Background: an optimization exercise with open tools, aiming at small area. Do not read the settings as production practice. The RTL was checked by simulation tests, not by an equivalence proof against the original design. Power is estimated from default activity; no workload was simulated.

==> inputs of trial 55 <==
// analog_axis_key_repeater_top
module analog_axis_key_repeater_top (
    input  logic                                  clk,
    input  logic                                  rst_n,
    input  logic                                  push,
    output logic                                  full,
    input  logic                                  cmd,
    input  logic [akr_pkg::AXIS_BITS-1:0]         axis_number,
    input  logic signed [akr_pkg::LEVEL_BITS-1:0] axis_level,
    input  logic [akr_pkg::TIME_BITS-1:0]         time_ms,
    input  logic                                  cfg_we,
    input  logic [akr_pkg::CFG_IDX_BITS-1:0]      cfg_addr,
    input  logic [akr_pkg::CFG_BITS-1:0]          cfg_wdata,
    output logic                                  empty,
    input  logic                                  pop,
    output logic [akr_pkg::ENTRY_BITS-1:0]        entry_index,
    output logic [akr_pkg::KEY_BITS-1:0]          key_code,
    output logic                                  is_release,
    output logic                                  last_of_run
);
    logic [15:0] c_sp, c_sr, c_tp, c_tr, c_dl, c_pd;
    logic [5:0]  cw;
    always_ff @(posedge clk or negedge rst_n)
    begin
        if (!rst_n)
        begin
            cw <= 6'd0;
        end
        else if (cfg_we && (cfg_addr[2:1] != 2'b11))
        begin
            cw[cfg_addr] <= 1'b1;
        end
    end
    always_ff @(posedge clk)
    begin
        if (cfg_we)
        begin
            case (cfg_addr)
                3'd0: c_sp <= cfg_wdata;
                3'd1: c_sr <= cfg_wdata;
                3'd2: c_tp <= cfg_wdata;
                3'd3: c_tr <= cfg_wdata;
                3'd4: c_dl <= cfg_wdata;
                3'd5: c_pd <= cfg_wdata;
                default: ;
            endcase
        end
    end
    logic [2:0] lo;
    logic       hi;
    logic [2:0] w;
    logic       wend;
    logic       dig0;
    assign wend = hi && (lo == 3'd5);
    always_ff @(posedge clk or negedge rst_n)
    begin
        if (!rst_n)
        begin
            lo <= 3'd0;
            hi <= 1'b0;
            w <= 3'd0;
        end
        else
        begin
            lo <= (lo == 3'd5) ? 3'd0 : lo + 3'd1;
            if (lo == 3'd5) hi <= !hi;
            if (wend) w <= w + 3'd1;
        end
    end
    logic       ini;        
    logic       busy;       
    logic       tick;       
  ...
clock: 10.0 ns
lec_check: 0
cap_margin: 20
core_margin: 2
core_utilization: 40
slew_margin: 20
standard.sh (not shown) runs the stock make flow with config.mk's settings and CLKGATE_MAP_FILE= SYNTH_SCRIPT=/design/flow/synth_recipe.tcl, a recipe that flattens the netlist after the stock synthesis.
==> flow/flow/run.sh <==
#!/bin/bash
# Own layout flow: the standard ORFS flow, with two changes:
#  - ports are buffered with the smallest buffer (buf_1) instead of the default choice;
#  - clock tree synthesis uses clkbuf_16 clusters of up to 32 sinks and inserts no dummy loads.
# Each tool's output goes to the ORFS logs under orfs/logs; make's output to standard.log.
export BUFFER_PORTS_ARGS="-buffer_cell sky130_fd_sc_hd__buf_1"
export CTS_ARGS="-sink_clustering_enable -repair_clock_nets -buf_list sky130_fd_sc_hd__clkbuf_16 -sink_clustering_size 32 -sink_clustering_max_diameter 80 -dont_use_dummy_load"
bash standard.sh > standard.log 2>&1
==> inputs of trial 87, as changes to trial 55 <==
--- a/flow/design.v
+++ b/flow/design.v
@@ -120,48 +120,48 @@
             endcase
         end
     end
     logic [2:0] lo;
     logic       hi;
-    logic [2:0] w;
+    logic [1:0] w;
     logic       wend;
     logic       dig0;
     assign wend = hi && (lo == 3'd5);
     always_ff @(posedge clk or negedge rst_n)
     begin
         if (!rst_n)
         begin
             lo <= 3'd0;
             hi <= 1'b0;
-            w <= 3'd0;
+            w <= 2'd0;
         end
         else
         begin
             lo <= (lo == 3'd5) ? 3'd0 : lo + 3'd1;
             if (lo == 3'd5) hi <= !hi;
-            if (wend) w <= w + 3'd1;
+            if (wend) w <= w + 2'd1;
         end
     end
     logic       ini;        
     logic       busy;       
     logic       tick;       
-    logic [3:0] sc;         
+    logic [2:0] sc;         
     logic [9:0] fired;      
     logic [9:0] held;
     logic       idle;
     logic       take;
     logic       start;
     logic       tick_acc;
     logic       upd_acc;
     logic       last_win;
     assign idle     = !busy && (fired == 10'd0);
-    assign full     = !(wend && (fired == 10'd0) && (busy ? ini : !ini));
+    assign full     = !(wend && (fired == 10'd0) && (busy ? ini && sc[0] : !ini));
     assign take     = push && !full;
     assign tick_acc = take && cmd;
     assign upd_acc  = take && !cmd && (axis_number[2:1] != 2'b11);
     assign start    = tick_acc || upd_acc || (ini && idle && wend && push);
-    assign last_win = wend && (tick ? (sc == 4'd15) : (ini || (sc == 4'd3)));
+    assign last_win = wend && (tick ? (sc == 3'd7) : ini ? sc[0] : (sc == 3'd3));
     always_ff @(posedge clk or negedge rst_n)
     begin
         if (!rst_n)
         begin
             ini  <= 1'b1;
@@ -182,67 +182,91 @@
             end
         end
     end
     always_ff @(posedge clk)
     begin
-        if (start) sc <= 4'd0;
-        else if (wend) sc <= sc + 4'd1;
+        if (start) sc <= 3'd0;
+        else if (wend) sc <= sc + 3'd1;
     end
     logic [47:0] nr;
     logic [3:0]  ndig;
     logic [47:0] ld;
     assign ndig = nr[47:44];
     assign ld   = ({48{tick_acc}} & time_ms)
-                | {29'd0, {3{upd_acc}} & axis_number, {16{upd_acc}} & axis_level};
+                | {16'd0, {4{1'b0, {3{upd_acc}} & axis_number}}, {16{upd_acc}} & axis_level};
     always_ff @(posedge clk)
     begin
         nr <= {nr[43:0], busy ? nr[47:44] : 4'd0};
         if (tick_acc || upd_acc)
         begin
             for (int i = 0; i < 11; i++) nr[47-4*i -: 4] <= nr[43-4*i -: 4] | ld[4*i +: 4];
             nr[3:0] <= ld[47:44];
         end
     end
-    logic [15:0]        lvl;
-    logic [2:0]         ax;
-    logic               pos, rel, trig, neg;
-    logic [15:0]        th;
-    logic signed [17:0] lv, d, tz;
-    logic               cmpw;
-    logic               bwe;
-    logic [9:0]         pb, rb;    
-    assign lvl  = {nr[35:32], nr[39:36], nr[43:40], nr[47:44]};
+    logic        ccar, acar;
+    logic [4:0]  csum, asum;
+    logic [2:0]  ax;
+    logic        upd;               
+    logic        pos, rel, trig;
+    logic        inva, invb, cin0, usez;
+    logic [3:0]  thd;               
+    logic [15:0] th;
+    logic        cz;                
+    logic        as, bs, s16, c17, s17, zero, cmpw, shv;
+    logic        sh_s, sh_t;
+    logic [9:0]  pb, rb;            
     assign ax   = nr[30:28];
-    assign pos  = sc[0];
-    assign rel  = ini ? (lo[2] ? lo[0] : lo[1]) : sc[1];
-    assign trig = ini ? lo[2] : ax[2];
-    assign neg  = !pos && !trig;
+    assign upd  = busy && !tick;
+    assign pos  = sc[0] && !ini;
+    assign rel  = sc[1] && !ini;
+    assign trig = ini ? sc[0] : ax[2];
+    assign inva = pos && rel;
+    assign invb = pos && !rel;
+    assign cin0 = pos;
+    assign usez = !pos && !rel;
     always_comb
     begin
         case ({rel, trig})
             2'b00:   th = cw[0] ? c_sp : akr_pkg::RST_STICK_PRESS;
             2'b01:   th = cw[2] ? c_tp : akr_pkg::RST_TRIG_PRESS;
             2'b10:   th = cw[1] ? c_sr : akr_pkg::RST_STICK_RELEASE;
             default: th = cw[3] ? c_tr : akr_pkg::RST_TRIG_RELEASE;
         endcase
+        case (lo[1:0])
+            2'd0:    thd = th[3:0];
+            2'd1:    thd = th[7:4];
+            2'd2:    thd = th[11:8];
+            default: thd = th[15:12];
+        endcase
     end
-    assign lv   = {{2{lvl[15]}}, lvl};
-    assign d    = neg ? -lv : lv;
-    assign tz   = {2'b00, th};
-    assign cmpw = rel ? (d <= tz) : (d >= tz);
-    logic [3:0] sb [0:3];    
-    logic [1:0] tb [0:1];    
-    assign bwe = busy && !tick && (ini ? !hi : dig0);
+    assign as   = nr[47] ^ inva;        
+    assign bs   = invb;
+    assign s16  = as ^ bs ^ asum[4];
+    assign c17  = (as & bs) | (as & asum[4]) | (bs & asum[4]);
+    assign s17  = as ^ bs ^ c17;
+    assign zero = !cz && (asum[3:0] == 4'd0) && !s16 && !s17;
+    assign cmpw = usez ? (s17 || zero) : !s17;
+    always_ff @(posedge clk)
+    begin
+        cz <= ((lo != 3'd0) && cz) || (asum[3:0] != 4'd0);
+    end
+    assign shv  = ini ? !lo[2] && cmpw || lo[2] : cmpw;
+    assign sh_s = upd && (ini ? (sc == 3'd0) && ((lo == 3'd3) || (hi && lo[2]))
+                              : !hi && (lo == 3'd3));
+    assign sh_t = upd && (ini ? (sc == 3'd1) && !hi && ((lo == 3'd3) || (lo == 3'd4))
+                              : !hi && (lo == 3'd3) && pos);
+    logic [3:0] sb [0:3];
+    logic [1:0] tb [0:1];
     always_ff @(posedge clk)
     begin
         for (int k = 0; k < 4; k++)
         begin
-            if (bwe && (ini ? !lo[2] : (ax == 3'(k)))) sb[k] <= {sb[k][2:0], cmpw};
+            if (sh_s && (ini || (ax == 3'(k)))) sb[k] <= {sb[k][2:0], shv};
         end
         for (int k = 0; k < 2; k++)
         begin
-            if (bwe && (ini ? lo[2] : (pos && (ax == 3'(4 + k))))) tb[k] <= {tb[k][0], cmpw};
+            if (sh_t && (ini || (ax == 3'(4 + k)))) tb[k] <= {tb[k][0], shv};
         end
     end
     for (genvar k = 0; k < 4; k++)
     begin : g_sb
         assign pb[2*k]   = sb[k][3];
@@ -252,26 +276,35 @@
     end
     assign pb[8] = tb[0][1];
     assign rb[8] = tb[0][0];
     assign pb[9] = tb[1][1];
     assign rb[9] = tb[1][0];
-    logic [383:0] fr;
+    logic [191:0] fr;
     logic [3:0]   fdig;
-    logic         ccar, acar;
-    logic [4:0]   csum, asum;
     logic [3:0]   sdig;
     logic         pass2;
-    logic         dheld, ddue, dc, dfired, dwr;
-    assign pass2 = busy && tick && sc[3];
-    assign fdig  = fr[383:380];
+    logic [2:0]   en, ep;           
+    logic         due;
+    logic         hn, hp, cn, cp;   
+    logic         fn, fp, wn, wp;   
+    logic         rpt;              
+    assign pass2 = busy && tick && sc[2];
+    assign fdig  = fr[191:188];
     assign dig0  = !hi && (lo == 3'd0);
     assign csum  = {1'b0, ndig} + {1'b0, ~fdig} + {4'd0, dig0 | ccar};
-    assign dheld  = held[w];
-    assign ddue   = fired[w];
-    assign dc     = dheld ? rb[w] : pb[w];
-    assign dfired = dheld ? (dc || ddue) : dc;
-    assign dwr    = dheld ? (!dc && ddue) : dc;
+    assign en  = {w, 1'b0};
+    assign ep  = {w, 1'b1};
+    assign due = fired[en];
+    assign hn  = held[en];
+    assign hp  = held[ep];
+    assign cn  = hn ? rb[en] : pb[en];
+    assign cp  = hp ? rb[ep] : pb[ep];
+    assign fn  = hn ? (cn || due) : cn;
+    assign fp  = hp ? (cp || due) : cp;
+    assign wn  = hn ? (!cn && due) : cn;
+    assign wp  = hp ? (!cp && due) : cp;
+    assign rpt = wn ? hn : hp;
     logic [3:0]  sd_dl, sd_pd, rd;
     logic [15:0] rst_st;
     always_comb
     begin
         case (lo[1:0])
@@ -279,28 +312,33 @@
             2'd1: begin sd_dl = c_dl[7:4];   sd_pd = c_pd[7:4];   end
             2'd2: begin sd_dl = c_dl[11:8];  sd_pd = c_pd[11:8];  end
             default: begin sd_dl = c_dl[15:12]; sd_pd = c_pd[15:12]; end
         endcase
     end
-    assign rst_st = dheld ? akr_pkg::RST_REPEAT_PERIOD : akr_pkg::RST_REPEAT_DELAY;
+    assign rst_st = rpt ? akr_pkg::RST_REPEAT_PERIOD : akr_pkg::RST_REPEAT_DELAY;
     always_comb
     begin
         case (lo[1:0])
             2'd0: rd = rst_st[3:0];
             2'd1: rd = rst_st[7:4];
             2'd2: rd = rst_st[11:8];
             default: rd = rst_st[15:12];
         endcase
     end
     assign sdig = (hi || lo[2]) ? 4'd0
-                : (dheld ? (cw[5] ? sd_pd : rd) : (cw[4] ? sd_dl : rd));
-    assign asum = {1'b0, ndig} + {1'b0, sdig} + {4'd0, !dig0 & acar};
+                : (rpt ? (cw[5] ? sd_pd : rd) : (cw[4] ? sd_dl : rd));
+    logic [3:0] aa, ab;
+    logic       ac;
+    assign aa   = upd ? ndig ^ {4{inva}} : ndig;
+    assign ab   = upd ? thd ^ {4{invb}} : sdig;
+    assign ac   = upd ? ((lo == 3'd0) ? cin0 : acar) : (!dig0 && acar);
+    assign asum = {1'b0, aa} + {1'b0, ab} + {4'd0, ac};
     always_ff @(posedge clk)
     begin
         ccar <= csum[4];
         acar <= asum[4];
-        fr   <= {fr[379:0], (pass2 && dwr) ? asum[3:0] : fdig};
+        fr   <= {fr[187:0], (pass2 && (wn || wp)) ? asum[3:0] : fdig};
     end
     logic       out;
     logic [9:0] below;      
     logic [9:0] lsb;
     logic       t8, t9;
@@ -316,13 +354,22 @@
         end
         else
         begin
             if (busy && tick && wend)
             begin
-                fired[w] <= sc[3] ? dfired : csum[4];
-                if (sc[3]) held[w] <= dheld ^ dc;
-                if (sc == 4'd8)
+                if (sc[2])
+                begin
+                    fired[en] <= fn;
+                    fired[ep] <= fp;
+                    held[en]  <= hn ^ cn;
+                    held[ep]  <= hp ^ cp;
+                end
+                else
+                begin
+                    fired[en] <= csum[4];
+                end
+                if (sc == 3'd4)
                 begin
                     fired[8] <= t8;
                     held[8]  <= held[8] ^ t8;
                     fired[9] <= t9;
                     held[9]  <= held[9] ^ t9;
==> inputs of build 41, as changes to trial 55 <==
--- a/flow/design.v
+++ b/flow/design.v
@@ -120,33 +120,33 @@
             endcase
         end
     end
     logic [2:0] lo;
     logic       hi;
-    logic [2:0] w;
+    logic [1:0] w;
     logic       wend;
     logic       dig0;
     assign wend = hi && (lo == 3'd5);
     always_ff @(posedge clk or negedge rst_n)
     begin
         if (!rst_n)
         begin
             lo <= 3'd0;
             hi <= 1'b0;
-            w <= 3'd0;
+            w <= 2'd0;
         end
         else
         begin
             lo <= (lo == 3'd5) ? 3'd0 : lo + 3'd1;
             if (lo == 3'd5) hi <= !hi;
-            if (wend) w <= w + 3'd1;
+            if (wend) w <= w + 2'd1;
         end
     end
     logic       ini;        
     logic       busy;       
     logic       tick;       
-    logic [3:0] sc;         
+    logic [2:0] sc;         
     logic [9:0] fired;      
     logic [9:0] held;
     logic       idle;
     logic       take;
     logic       start;
@@ -157,11 +157,11 @@
     assign full     = !(wend && (fired == 10'd0) && (busy ? ini : !ini));
     assign take     = push && !full;
     assign tick_acc = take && cmd;
     assign upd_acc  = take && !cmd && (axis_number[2:1] != 2'b11);
     assign start    = tick_acc || upd_acc || (ini && idle && wend && push);
-    assign last_win = wend && (tick ? (sc == 4'd15) : (ini || (sc == 4'd3)));
+    assign last_win = wend && (tick ? (sc == 3'd7) : (ini || (sc == 3'd3)));
     always_ff @(posedge clk or negedge rst_n)
     begin
         if (!rst_n)
         begin
             ini  <= 1'b1;
@@ -182,12 +182,12 @@
             end
         end
     end
     always_ff @(posedge clk)
     begin
-        if (start) sc <= 4'd0;
-        else if (wend) sc <= sc + 4'd1;
+        if (start) sc <= 3'd0;
+        else if (wend) sc <= sc + 3'd1;
     end
     logic [47:0] nr;
     logic [3:0]  ndig;
     logic [47:0] ld;
     assign ndig = nr[47:44];
@@ -252,26 +252,37 @@
     end
     assign pb[8] = tb[0][1];
     assign rb[8] = tb[0][0];
     assign pb[9] = tb[1][1];
     assign rb[9] = tb[1][0];
-    logic [383:0] fr;
+    logic [191:0] fr;
     logic [3:0]   fdig;
     logic         ccar, acar;
     logic [4:0]   csum, asum;
     logic [3:0]   sdig;
     logic         pass2;
-    logic         dheld, ddue, dc, dfired, dwr;
-    assign pass2 = busy && tick && sc[3];
-    assign fdig  = fr[383:380];
+    logic [2:0]   en, ep;           
+    logic         due;
+    logic         hn, hp, cn, cp;   
+    logic         fn, fp, wn, wp;   
+    logic         rpt;              
+    assign pass2 = busy && tick && sc[2];
+    assign fdig  = fr[191:188];
     assign dig0  = !hi && (lo == 3'd0);
     assign csum  = {1'b0, ndig} + {1'b0, ~fdig} + {4'd0, dig0 | ccar};
-    assign dheld  = held[w];
-    assign ddue   = fired[w];
-    assign dc     = dheld ? rb[w] : pb[w];
-    assign dfired = dheld ? (dc || ddue) : dc;
-    assign dwr    = dheld ? (!dc && ddue) : dc;
+    assign en  = {w, 1'b0};
+    assign ep  = {w, 1'b1};
+    assign due = fired[en];
+    assign hn  = held[en];
+    assign hp  = held[ep];
+    assign cn  = hn ? rb[en] : pb[en];
+    assign cp  = hp ? rb[ep] : pb[ep];
+    assign fn  = hn ? (cn || due) : cn;
+    assign fp  = hp ? (cp || due) : cp;
+    assign wn  = hn ? (!cn && due) : cn;
+    assign wp  = hp ? (!cp && due) : cp;
+    assign rpt = wn ? hn : hp;
     logic [3:0]  sd_dl, sd_pd, rd;
     logic [15:0] rst_st;
     always_comb
     begin
         case (lo[1:0])
@@ -279,28 +290,28 @@
             2'd1: begin sd_dl = c_dl[7:4];   sd_pd = c_pd[7:4];   end
             2'd2: begin sd_dl = c_dl[11:8];  sd_pd = c_pd[11:8];  end
             default: begin sd_dl = c_dl[15:12]; sd_pd = c_pd[15:12]; end
         endcase
     end
-    assign rst_st = dheld ? akr_pkg::RST_REPEAT_PERIOD : akr_pkg::RST_REPEAT_DELAY;
+    assign rst_st = rpt ? akr_pkg::RST_REPEAT_PERIOD : akr_pkg::RST_REPEAT_DELAY;
     always_comb
     begin
         case (lo[1:0])
             2'd0: rd = rst_st[3:0];
             2'd1: rd = rst_st[7:4];
             2'd2: rd = rst_st[11:8];
             default: rd = rst_st[15:12];
         endcase
     end
     assign sdig = (hi || lo[2]) ? 4'd0
-                : (dheld ? (cw[5] ? sd_pd : rd) : (cw[4] ? sd_dl : rd));
+                : (rpt ? (cw[5] ? sd_pd : rd) : (cw[4] ? sd_dl : rd));
     assign asum = {1'b0, ndig} + {1'b0, sdig} + {4'd0, !dig0 & acar};
     always_ff @(posedge clk)
     begin
         ccar <= csum[4];
         acar <= asum[4];
-        fr   <= {fr[379:0], (pass2 && dwr) ? asum[3:0] : fdig};
+        fr   <= {fr[187:0], (pass2 && (wn || wp)) ? asum[3:0] : fdig};
     end
     logic       out;
     logic [9:0] below;      
     logic [9:0] lsb;
     logic       t8, t9;
@@ -316,13 +327,22 @@
         end
         else
         begin
             if (busy && tick && wend)
             begin
-                fired[w] <= sc[3] ? dfired : csum[4];
-                if (sc[3]) held[w] <= dheld ^ dc;
-                if (sc == 4'd8)
+                if (sc[2])
+                begin
+                    fired[en] <= fn;
+                    fired[ep] <= fp;
+                    held[en]  <= hn ^ cn;
+                    held[ep]  <= hp ^ cp;
+                end
+                else
+                begin
+                    fired[en] <= csum[4];
+                end
+                if (sc == 3'd4)
                 begin
                     fired[8] <= t8;
                     held[8]  <= held[8] ^ t8;
                     fired[9] <= t9;
                     held[9]  <= held[9] ^ t9;
==> qor summary <==
| item | trial 87 | trial 55 | build 41 |
|---|---|---|---|
| Run status | finished clean | finished clean | finished clean |
| Detailed-route vias per instance | 5.20 | 4.81 | 5.23 |
| Sum of buffers and inverters on the critical path | 2 | 0 | 0 |
| Flip-flop count of the largest register after layout | 192 | 384 | 192 |
| Post-synthesis instance area | 13400 um2 | 17700 um2 | 13600 um2 |
| Largest clock skew in the final design | 0.0645 ns | 0.0613 ns | 0.0562 ns |
| Switching power | 863 uW | 945 uW | 1070 uW |
| Simple-gate share of the synthesized area | 0.0832 | 0.0735 | 0.0799 |
| Clock Sink Count | 397 | 590 | 396 |
| Worst setup endpoint | tb[1][0] | tb[0][0] | sb[0][0] |
| Combinational power | 561 uW | 402 uW | 878 uW |
| Number of different library cells in the post-synthesis netlist | 80 | 79 | 83 |
| Cell total after placement | 1499 | 1898 | 1539 |
| Met3 wire length | 1620 um | 1350 um | 1340 um |
| Max Fanout on Critical Path | 18 | 25 | 25 |

[afterwards: timing with drivers on the ports]
Ports are ideal in the flow. The routed layouts listed here were re-timed in OpenROAD.
Step 1 assumes that a clkbuf_16 drives the clock port and a buf_2 every other input.
Step 2 times the ports against the registers' clock, not the clock port: input delays grow and output delays shrink by t, the midpoint of the rising clock arrivals with the driver on.
Three values: ideal, step 1, step 2; two values: the first two.
run | t (ns) | setup WS [ns] | hold slack, ns | worst slew at a driven data input, ns | pins driven straight from the clock port
trial 55 | 0.588 | 5.527 / 5.487 / 5.527 | 0.321 / 0.321 / 0.321 | 0.05 | 1
trial 87 | 0.546 | 4.947 / 4.947 / 4.947 | 0.297 / 0.297 / 0.297 | 0.08 | 1
build 41 | 0.541 | 5.198 / 5.198 / 5.198 | 0.325 / 0.325 / 0.325 | 0.06 | 1
After both steps setup and hold are still met in every run listed.
